Source: an optimization exercise on an open RTL-to-GDS flow (aim: small area). Production flows keep margins and buffers that such runs may drop.
Only simulation tests tie the RTL to the original design; equivalence was not proved.
The flow treats the clock pin as an ideal source, which a real chip does not have.
Power figures rest on the tool's default switching activity, not on a simulated workload.

v6:
==> flow/design.v (excerpt) <==
module s_memory_responder #(
    parameter int unsigned ADDR_W     = s_mem_pkg::DEFAULT_ADDR_W,
    parameter int unsigned DATA_W     = s_mem_pkg::DEFAULT_DATA_W,
    parameter int unsigned RD_LATENCY = 2
) (
    input  logic              clk,
    input  logic              reset,
    input  logic [ADDR_W-1:0] addr_mem,
    input  logic              wr_enable,
    input  logic [DATA_W-1:0] wr_mem,
    output logic [DATA_W-1:0] rd_mem,
    input  logic              init_start,
    output logic              ready,
    output logic              access_err
);
    localparam int unsigned DEPTH = 1 << ADDR_W;
    localparam int unsigned PIPE_DEPTH =
        (RD_LATENCY < 2) ? 2 :
        (RD_LATENCY > s_mem_pkg::MAX_RD_LATENCY) ? s_mem_pkg::MAX_RD_LATENCY : RD_LATENCY;
    localparam int unsigned LO_W = ADDR_W / 2;
    localparam int unsigned HI_W = ADDR_W - LO_W;
    localparam int unsigned LO_N = 1 << LO_W;
    localparam int unsigned HI_N = 1 << HI_W;
    localparam logic [ADDR_W-1:0] LAST_ADDR = {ADDR_W{1'b1}};
    logic              ready_q;
    logic [ADDR_W-1:0] cnt_q;
    logic              access_err_q;
    always_ff @(posedge clk) begin
        if (reset) begin
            ready_q      <= 1'b0;
            cnt_q        <= '0;
            access_err_q <= 1'b0;
        end else begin
            access_err_q <= !ready_q && wr_enable;
            if (!ready_q) begin
                cnt_q <= cnt_q + 1'b1;
                if (cnt_q == LAST_ADDR) ready_q <= 1'b1;
            end else if (init_start) begin
                ready_q <= 1'b0;
            end
        end
    end
    logic [ADDR_W-1:0] acc_addr_d;
    logic [LO_N-1:0]   lo_sel;
    logic [HI_N-1:0]   hi_sel;
    logic [DATA_W-1:0] acc_wdata;
    logic              acc_we;
    assign acc_addr_d = ready_q ? addr_mem : cnt_q;
    always_ff @(posedge clk) begin
  ...
For scale: ~2,100 flip-flops, ~30 I/O pins.
==> flow/config.mk <==
export PLATFORM = sky130hd
export DESIGN_NAME = s_memory_responder
export DESIGN_NICKNAME = s_memory_responder
export VERILOG_FILES = /design/flow/design.v
export SDC_FILE = /design/flow/constraint.sdc
export NUM_CORES = 4
export LEC_CHECK = 0
export CAP_MARGIN = 20
export CORE_MARGIN = 2
export CORE_UTILIZATION = 60
export CTS_BUF_LIST = sky130_fd_sc_hd__clkbuf_8
export CTS_CLUSTER_DIAMETER = 60
export CTS_CLUSTER_SIZE = 18
export GPL_TIMING_DRIVEN = 0
export SETUP_SLACK_MARGIN = 0.1
export SLEW_MARGIN = 20
export SYNTH_HIERARCHICAL = 1
==> flow/constraint.sdc <==
create_clock -name core_clock -period 4.5 [get_ports {clk}]
set_input_delay 0.9000 -clock core_clock [delete_from_list [all_inputs] [get_ports {clk}]]
set_output_delay 0.9000 -clock core_clock [all_outputs]
set_load 0.01 [all_outputs]
standard.sh (not shown) runs the stock make flow with config.mk's settings and CLKGATE_MAP_FILE= SYNTH_SCRIPT=/design/flow/synth_recipe.tcl, a recipe that flattens the netlist after the stock synthesis.
==> flow/flow/run.sh <==
#!/bin/bash
# Layout: the standard flow (standard.sh), with three changes after the
# standard synthesis:
#  - clock tree synthesis runs without dummy loads (-dont_use_dummy_load),
#    with the same clustering and buffer list as config.mk;
#  - the resizer may not use the largest buffers (buf_12, buf_16) in global
#    placement, resizing, CTS and global routing (dont_use_big_buf.tcl, run
#    through ORFS's PRE_*_TCL step hooks);
#  - every input and output port still gets its buffer, a buf_1 in place of
#    the default delay buffer.
# Each make run's full output goes to its own log in this folder; ORFS's
# per-step logs are under orfs/logs/.
set -euo pipefail

bash standard.sh synth > synth.log 2>&1

export CTS_ARGS="-sink_clustering_enable -repair_clock_nets -sink_clustering_size 18 -sink_clustering_max_diameter 60 -buf_list {sky130_fd_sc_hd__clkbuf_8} -dont_use_dummy_load"
export BUFFER_PORTS_ARGS="-buffer_cell sky130_fd_sc_hd__buf_1"
hook="$PWD/flow/dont_use_big_buf.tcl"
export PRE_GLOBAL_PLACE_TCL="$hook"
export PRE_RESIZE_TCL="$hook"
export PRE_CTS_TCL="$hook"
export PRE_GLOBAL_ROUTE_TCL="$hook"
bash standard.sh > layout.log 2>&1
==> flow/flow/dont_use_big_buf.tcl <==
# Keep the resizer off the largest buffers; the high-fanout nets come out
# smaller when built from buf_1..buf_8.
set_dont_use {sky130_fd_sc_hd__buf_12 sky130_fd_sc_hd__buf_16}
Modified inputs, v7 compared to v6
- CORE_UTILIZATION now 50, was 60
- CTS_CLUSTER_SIZE now 16, was 18
- CTS_BUF_LIST now sky130_fd_sc_hd__clkbuf_4 sky130_fd_sc_hd__clkbuf_8, was sky130_fd_sc_hd__clkbuf_8
==> flow/flow/run.sh <==
#!/bin/bash
# Layout: the standard flow (standard.sh), with two changes after the
# standard synthesis:
#  - clock tree synthesis runs without dummy loads (-dont_use_dummy_load),
#    with the same clustering and buffer list as config.mk;
#  - the resizer may not use the largest buffers (buf_12, buf_16), so it
#    builds the high-fanout data and decode nets from smaller ones.
# Each make run's full output goes to its own log in this folder; ORFS's
# per-step logs are under orfs/logs/.
set -euo pipefail

bash standard.sh synth > synth.log 2>&1

export CTS_ARGS="-sink_clustering_enable -repair_clock_nets -sink_clustering_size 16 -sink_clustering_max_diameter 60 -buf_list {sky130_fd_sc_hd__clkbuf_4 sky130_fd_sc_hd__clkbuf_8} -dont_use_dummy_load"
export DONT_USE_CELLS="sky130_fd_sc_hd__buf_12 sky130_fd_sc_hd__buf_16"
bash standard.sh > layout.log 2>&1
removed: flow/flow/dont_use_big_buf.tcl
Results
- v7 vs v6: starting density of the core down in v7
- Compared with v6, v7 shows a lower total met3 wirelength after detailed routing.
- Compared with v6, v7 shows a internal cell power that is about 2% higher.

-- separate check: timing with driven ports --
The flow's constraints put no driver on any port. The routed layouts listed below were extracted and timed again, unchanged, in two steps. Step 1: set_driving_cell puts a clkbuf_16 on clk and a buf_2 on each other input, an assumption about the parent block. Step 2 times the ports against the registers' clock, not the clock port: input delays grow and output delays shrink by t, the midpoint of the rising clock arrivals with the driver on. a / b / c = ideal ports / drivers / drivers and shift; a / b = the first two.
run | t, ns | setup slack, ns | latest minus earliest clock arrival (ns)
v6 | 0.992 | 0.237 / 0.237 / 0.237 | 0.053 / 0.053
v7 | 0.981 | 0.266 / 0.266 / 0.266 | 0.074 / 0.074
After both steps every run listed still meets setup and hold.
